What follows belongs to an exercise in optimizing a design on an open flow for small area, a short achievable clock period and few clock cycles per item; a production flow would make more cautious choices. Only simulation tests tie the RTL to the original design; equivalence was not proved.

--- flow/design.v ---
`default_nettype none
package rgbl_pkg;
  localparam int unsigned CHAN_W = 8;
  localparam int unsigned PIX_W  = 3 * CHAN_W;
  localparam logic signed [10:0] FWD_Y_R  = 11'sd66;
  localparam logic signed [10:0] FWD_Y_G  = 11'sd129;
  localparam logic signed [10:0] FWD_Y_B  = 11'sd25;
  localparam logic signed [17:0] FWD_Y_K  = 18'sd4096;
  localparam logic signed [10:0] FWD_CB_R = -11'sd38;
  localparam logic signed [10:0] FWD_CB_G = -11'sd74;
  localparam logic signed [10:0] FWD_CB_B = 11'sd112;
  localparam logic signed [17:0] FWD_CB_K = 18'sd32768;
  localparam logic signed [10:0] FWD_CR_R = 11'sd112;
  localparam logic signed [10:0] FWD_CR_G = -11'sd94;
  localparam logic signed [10:0] FWD_CR_B = -11'sd18;
  localparam logic signed [17:0] FWD_CR_K = 18'sd32768;
  localparam logic signed [10:0] INV_Y    = 11'sd298;
  localparam logic signed [10:0] INV_R_CR = 11'sd409;
  localparam logic signed [19:0] INV_R_K  = -20'sd57068;
  localparam logic signed [10:0] INV_G_CB = -11'sd100;
  localparam logic signed [10:0] INV_G_CR = -11'sd208;
  localparam logic signed [19:0] INV_G_K  = 20'sd34707;
  localparam logic signed [10:0] INV_B_CB = 11'sd516;
  localparam logic signed [19:0] INV_B_K  = -20'sd70870;
  localparam logic [7:0]  LUMA_MUL   = 8'd219;
  localparam logic [6:0]  LUMA_BIAS  = 7'd127;
  localparam logic [15:0] RECIP_255  = 16'd32897;   
  localparam int unsigned RECIP_SH   = 23;
  localparam logic [7:0]  LUMA_FLOOR = 8'd16;
  localparam logic [7:0]  BYTE_MAX   = 8'd255;
endpackage
`default_nettype wire
`default_nettype none
module rgb_luma_range_compress_top (
  input  wire logic        clk,
  input  wire logic        rst_n,
  input  wire logic        in_tvalid,
  output logic             in_tready,
  input  wire logic [23:0] in_tdata,    
  output logic             out_tvalid,
  input  wire logic        out_tready,
  output logic [23:0]      out_tdata    
);
  localparam int unsigned NSTG = 5;
  logic [NSTG-1:0] vld_r;
  logic [NSTG-1:0] rdy;
  always_comb begin
    rdy[NSTG-1] = !vld_r[NSTG-1] || out_tready;
    for (int k = NSTG - 2; k >= 0; k--) begin
      rdy[k] = !vld_r[k] || rdy[k+1];
    end
  end
  assign in_tready = rdy[0];
  always_ff @(posedge clk) begin
    if (!rst_n) begin
      vld_r <= '0;
    end else begin
      if (rdy[0]) begin
        vld_r[0] <= in_tvalid;
      end
      for (int k = 1; k < NSTG; k++) begin
        if (rdy[k]) begin
          vld_r[k] <= vld_r[k-1];
        end
      end
    end
  end
  logic [7:0] red_in, green_in, blue_in;
  logic signed [17:0] rs, gs, bs;
  logic signed [17:0] y_sum, cb_sum, cr_sum;
  assign red_in   = in_tdata[7:0];
  assign green_in = in_tdata[15:8];
  assign blue_in  = in_tdata[23:16];
  assign rs = $signed({10'd0, red_in});
  assign gs = $signed({10'd0, green_in});
  assign bs = $signed({10'd0, blue_in});
  assign y_sum  = rgbl_pkg::FWD_Y_R * rs + rgbl_pkg::FWD_Y_G * gs
                + rgbl_pkg::FWD_Y_B * bs + rgbl_pkg::FWD_Y_K;
  assign cb_sum = rgbl_pkg::FWD_CB_R * rs + rgbl_pkg::FWD_CB_G * gs
                + rgbl_pkg::FWD_CB_B * bs + rgbl_pkg::FWD_CB_K;
  assign cr_sum = rgbl_pkg::FWD_CR_R * rs + rgbl_pkg::FWD_CR_G * gs
                + rgbl_pkg::FWD_CR_B * bs + rgbl_pkg::FWD_CR_K;
  logic [7:0] s0_y_r, s0_cb_r, s0_cr_r;
  always_ff @(posedge clk) begin
    if (rdy[0] && in_tvalid) begin
      s0_y_r  <= y_sum[15:8];
      s0_cb_r <= cb_sum[15:8];
      s0_cr_r <= cr_sum[15:8];
    end
  end
  logic [15:0] luma_num;
  assign luma_num = 16'(rgbl_pkg::LUMA_MUL) * 16'(s0_y_r) + 16'(rgbl_pkg::LUMA_BIAS);
  logic [15:0] s1_t_r;
  logic [7:0]  s1_cb_r, s1_cr_r;
  always_ff @(posedge clk) begin
    if (rdy[1] && vld_r[0]) begin
      s1_t_r  <= luma_num;
      s1_cb_r <= s0_cb_r;
      s1_cr_r <= s0_cr_r;
    end
  end
  logic [31:0] recip_prod;
  logic [7:0]  luma_lim;
  assign recip_prod = 32'(s1_t_r) * 32'(rgbl_pkg::RECIP_255);
  assign luma_lim   = recip_prod[rgbl_pkg::RECIP_SH +: 8] + rgbl_pkg::LUMA_FLOOR;
  logic [7:0] s2_y_r, s2_cb_r, s2_cr_r;
  always_ff @(posedge clk) begin
    if (rdy[2] && vld_r[1]) begin
      s2_y_r  <= luma_lim;
      s2_cb_r <= s1_cb_r;
      s2_cr_r <= s1_cr_r;
    end
  end
  logic signed [19:0] ys, cbs, crs;
  logic signed [19:0] r_sum, g_sum, b_sum;
  assign ys  = $signed({12'd0, s2_y_r});
  assign cbs = $signed({12'd0, s2_cb_r});
  assign crs = $signed({12'd0, s2_cr_r});
  assign r_sum = rgbl_pkg::INV_Y * ys + rgbl_pkg::INV_R_CR * crs + rgbl_pkg::INV_R_K;
  assign g_sum = rgbl_pkg::INV_Y * ys + rgbl_pkg::INV_G_CB * cbs
               + rgbl_pkg::INV_G_CR * crs + rgbl_pkg::INV_G_K;
  assign b_sum = rgbl_pkg::INV_Y * ys + rgbl_pkg::INV_B_CB * cbs + rgbl_pkg::INV_B_K;
  logic signed [19:0] s3_r_r, s3_g_r, s3_b_r;
  always_ff @(posedge clk) begin
    if (rdy[3] && vld_r[2]) begin
      s3_r_r <= r_sum;
      s3_g_r <= g_sum;
      s3_b_r <= b_sum;
    end
  end
  function automatic logic [7:0] clamp_byte(input logic signed [19:0] sum);
    logic signed [11:0] sh;
    sh = 12'(sum >>> 8);   
    if (sh < 0) begin
      clamp_byte = 8'd0;
    end else if (sh > $signed({4'd0, rgbl_pkg::BYTE_MAX})) begin
      clamp_byte = rgbl_pkg::BYTE_MAX;
    end else begin
      clamp_byte = sh[7:0];
    end
  endfunction
  logic [23:0] s4_pix_r;
  always_ff @(posedge clk) begin
    if (rdy[4] && vld_r[3]) begin
      s4_pix_r <= {clamp_byte(s3_b_r), clamp_byte(s3_g_r), clamp_byte(s3_r_r)};
    end
  end
  assign out_tvalid = vld_r[NSTG-1];
  assign out_tdata  = s4_pix_r;
endmodule
`default_nettype wire
--- flow/run.sh ---
#!/bin/bash
# synth_recipe.tcl (not shown) runs the flow's synth.tcl, then flattens the netlist and writes it again
# the make line also repeats each setting of config.mk as NAME=value (left out here)
make -C /OpenROAD-flow-scripts/flow DESIGN_CONFIG=/design/flow/config.mk WORK_HOME=/design/flow/orfs CLKGATE_MAP_FILE= SYNTH_SCRIPT=/design/flow/synth_recipe.tcl finish
--- flow/config.mk ---
export PLATFORM = sky130hd
export DESIGN_NAME = rgb_luma_range_compress_top
export DESIGN_NICKNAME = rgb_luma_range_compress_top
export VERILOG_FILES = /design/flow/design.v
export SDC_FILE = /design/flow/constraint.sdc
export NUM_CORES = 4
export LEC_CHECK = 0
export CAP_MARGIN = 20
export CORE_MARGIN = 2
export CORE_UTILIZATION = 40
export SLEW_MARGIN = 20
--- flow/constraint.sdc ---
create_clock -name core_clock -period 7.0 [get_ports {clk}]
set_input_delay 1.4000 -clock core_clock [delete_from_list [all_inputs] [get_ports {clk}]]
set_output_delay 1.4000 -clock core_clock [all_outputs]
set_load 0.01 [all_outputs]
==> summary.txt <==
[metal layers]
metal	part of all wire (%)	global-route usage (%)	vias to the layer above
met5	0	0	-
met4	2.0	4.795	0
met3	1.9	1.821	42
met2	52	32.25	151
met1	44	20.53	6802
li1	-	-	7225
[cell usage after synthesis (3+ instances only)]
cell type / n / area [um2]
xor2_1: 43 / 376.6
clkbuf_1: 4 / 15.01
nor3_1: 24 / 120.1
a21boi_0: 4 / 30.03
nor2_1: 118 / 442.9
nand2_1: 31 / 116.4
inv_1: 390 / 1464
a211oi_1: 10 / 75.07
edfxtp_1: 140 / 4204
dfxtp_1: 5 / 100.1
or2_2: 6 / 37.54
a41o_1: 6 / 60.06
fa_1: 179 / 3583
xnor2_1: 124 / 1086
o21bai_1: 36 / 270.3
o21ai_0: 35 / 175.2
o31a_1: 5 / 43.79
a21oi_1: 94 / 470.5
o2111ai_1: 4 / 35.03
buf_1: 3 / 11.26
nand3_1: 20 / 100.1
ha_1: 572 / 7157
o21a_1: 20 / 150.1
or3_1: 7 / 43.79
nand2b_1: 13 / 81.33
and2_1: 7 / 43.79
and3_1: 13 / 81.33
a21o_1: 40 / 300.3
nor2b_1: 25 / 156.4
a31oi_1: 3 / 18.77
o211ai_1: 7 / 52.55
nand4_1: 4 / 25.02
o41a_1: 3 / 33.78
a211o_1: 4 / 35.03
[final timing paths]
path                startpoint          to  cells past startpoint
hold / removal      s1_cr_r[1]  s2_cr_r[1]                      0
setup reg to reg    s2_cb_r[6]  s3_g_r[19]                     22
setup / recovery  in_tdata[12]  s0_cb_r[7]                     23
hold reg to reg     s1_cr_r[1]  s2_cr_r[1]                      0
[cells by family (layout without fill, tap and decap cells)]
group	Yosys count	in the layout	share of synthesized area, %
xor gates and xnor gates	168	168	6.974
buffers and inverters	397	578	6.998
DFF	145	145	20.21
AOI/OAI and AO/OA	292	292	9.154
adders and majority gates	751	751	50.43
muxes	1	1	0.05288
and+or+nand+nor	277	277	6.175
[worst register-to-register path, stage by stage (launching register included)]
cell and delay [ns]:
edfxtp_1 0.56, fa_1 0.56, fa_1 0.44, fa_1 0.50, ha_1 0.31, ha_1 0.33
nor2b_1 0.15, o21ai_0 0.21, a21oi_1 0.11, o21ai_0 0.19, nand2b_1 0.11, a21o_1 0.19
a21o_1 0.20, a21oi_1 0.36, fa_1 0.47, ha_1 0.31, ha_1 0.35, and3_1 0.16
a211oi_1 0.34, nor2b_1 0.11, o21a_1 0.18, nor2_1 0.11, xnor2_1 0.08
[sequential cells by signal (all words and copies together) (netlist names)]
signal    flops
s4_pix_r     24
s1_t_r       16
s3_b_r       12
s3_g_r       12
s3_r_r       12
s0_cb_r       8
s0_cr_r       8
s0_y_r        8
s1_cb_r       8
s1_cr_r       8
s2_cb_r       8
s2_cr_r       8
s2_y_r        8
vld_r         5
[stage by stage]
stage / hold WS [ns] / instance area [um2] / utilization (%) / TNS [ns]
2_1_floorplan: 0.4003 / 21300 / - / 0
3_3_place_gp: 0.4015 / 23450 / 44.63 / -0.2222
3_5_place_dp: 0.4052 / 23450 / 44.63 / -0.4785
4_1_cts: 0.4209 / 24060 / 45.78 / 0
5_1_grt: 0.4282 / 24160 / 45.97 / 0
6_report: 0.4190 / 24160 / 45.97 / 0
[layout make-up]
cell class	count	area, um2
Multi-Input combinational cell	1489	15580
Timing Repair Buffer	156	1344
Inverter	390	1464
Tap cell	688	860.8
Clock inverter	9	135.1
Sequential cell	145	4304
Clock buffer	23	467.9
Fill cell	4855	28390
[cell usage in the layout (no fill, tap or decap), drive strengths merged, types with 43 or more instances in the layout]
cell type,instances
ha,572
inv,390
fa,179
edfxtp,140
xnor2,124
nor2,119
buf,103
a21oi,96
clkdlybuf4s50,53
xor2,43
==> summary.txt <==
* Status: timing/DRC/antenna clean
* Row count at 84
* Gpl congestion at between 0.9 and 1
* Post-Syn Instances at about 2000
* Pre-CTS setup slack at -0.3048 ns
* Initial DRC Count at ~520
* Setup slack after layout at 0.3060 ns
* Fin nets at approximately 3000
* CTS tree: yes
* PostCTS Resize Cnt at 0
* Post-Syn Area at 21300 um2
* DR DRC count at 0
* Yosys warns at 1
* GRT overflow at 0
* All-layer global routing usage at 17.15%
* Core area at 52550 um2
* Worst Skew at about 0.014 ns
* Port Buffers at 53
* Setup-failing EPs final at 0
* Main synth FF type: edfxtp_1
* HPWL after DPL at roughly 40000 um
* WL final at between 40000 and 50000 um
* Yosys reg bits at about 150
* Clk latency of the worst-skew pair at between 0.4 and 0.5 ns
* Delay-heaviest family, CP: adder cells
* Ratio of cells with drive above 1 in the final layout at 7.233%
* First-pass DRT Iterations at 5
* Number of synthesized flops with an enable pin at 140
* Layout area overhead at 13.43%
* Max Freq at around 0.15 GHz
* Final Hold Vio Count at 0
* Worst Path Arrival at 6.88 ns
* Initial antenna violation count at 0
* Final-report max-slew violation count at 0
* CP peak stage delay at about 0.55 ns
* WP data required at 7.18 ns
* Flop2flop setup slack at approximately 0.44 ns
* Vias at between 10000 and 15000
* Largest net degree at the start of global routing at 37
* Post-Place Cells at roughly 2900
* Slew margin rel. at between 60% and 70%
* First-pass GRT wire length at around 76000 um
* Hold-fix buffers at CTS at 0
* Hold WC Path Type: flip-flop to flip-flop
* Die W at 234.7 um
* Clock Sink Count at 145
* CP endpoint kind: flip-flop
* Unrepaired setup endpoints after global routing: no
* Crit path max-delay cell type: clkdlybuf4s50_1
* Max Cap Viol at 0
* Post-DRT Antenna Nets at 0
* Minimum clock period at 6.694 ns
* Sequential-to-total area share from yosys stat at roughly 20%
* Buf/Inv on CP at 5
* Startpoint Class: primary input
* Clock transition at path regs at roughly 0.06 ns
* Vias per cell at about 4.9
* Number of global-route vias before repair at 15350
* H-tree levels at 4
* Root Buffer: clkbuf_16
* Initial Util at 40.52%
* DR WL/cell at between 15 and 20 um
* Crit-path cells: clkdlybuf4s50_1, inv_1, ha_1, inv_1, fa_1, inv_1, fa_1, inv_1, fa_1, ha_1, a21o_1, a21o_1, a21oi_1, nor2b_1, nor2_1, xnor2_1, fa_1, ha_1, o21ai_0, o21ai_1, or3_4, a21oi_2, xnor3_1
* Synthesized Nets at 2810
* Clock buffer depth at 2
* Tcrit/Tclk final at between 90% and 100%
* I/O pin count at 54
* Die Height at between 200 and 250 um
* Count of cell types in the netlist at 60
* Syn_area_per_cell at around 10 um2
* Num CTS Buffers at 17
* Asr flop ratio synth at 0%
* Crit Path Max Fanout at 3
* N_diodes at 0
* Worst Tran Pin Value at 0.5155 ns
* Non-Filler Instances at 2900
* Number of post-CTS setup repair buffers at 0
* DIE AREA at roughly 55000 um2
* WS Path Type: primary input to flip-flop
Testbench counts, summed over its fixed seeds: cycles 16,040, items 16,000.

-- re-timing with driven ports --
The results above use ideal ports. As a check the final layout listed here was re-extracted and re-timed, cells and wires unchanged.
Step 1 assumes that a clkbuf_16 drives the clock port and a buf_2 every other input.
Step 2 moves the port delays by t, midway between the first and last clock arrival at a register: inputs arrive t later, outputs are due t later. That takes back most of the time a late clock gives input paths.
a / b / c = no drivers / after step 1 / after step 2; a / b = the first two.
t (ns): 0.479
slack for setup (ns): 0.306 / 0.329 / -0.150
worst hold slack (ns): 0.419 / 0.419 / 0.419
worst data-port slew with drivers (ns): 0.06
With both steps, setup timing fails in this run, where it was met with ideal ports. The setup slack of this run moves by +0.023 ns with the drivers and by -0.456 ns with both steps.
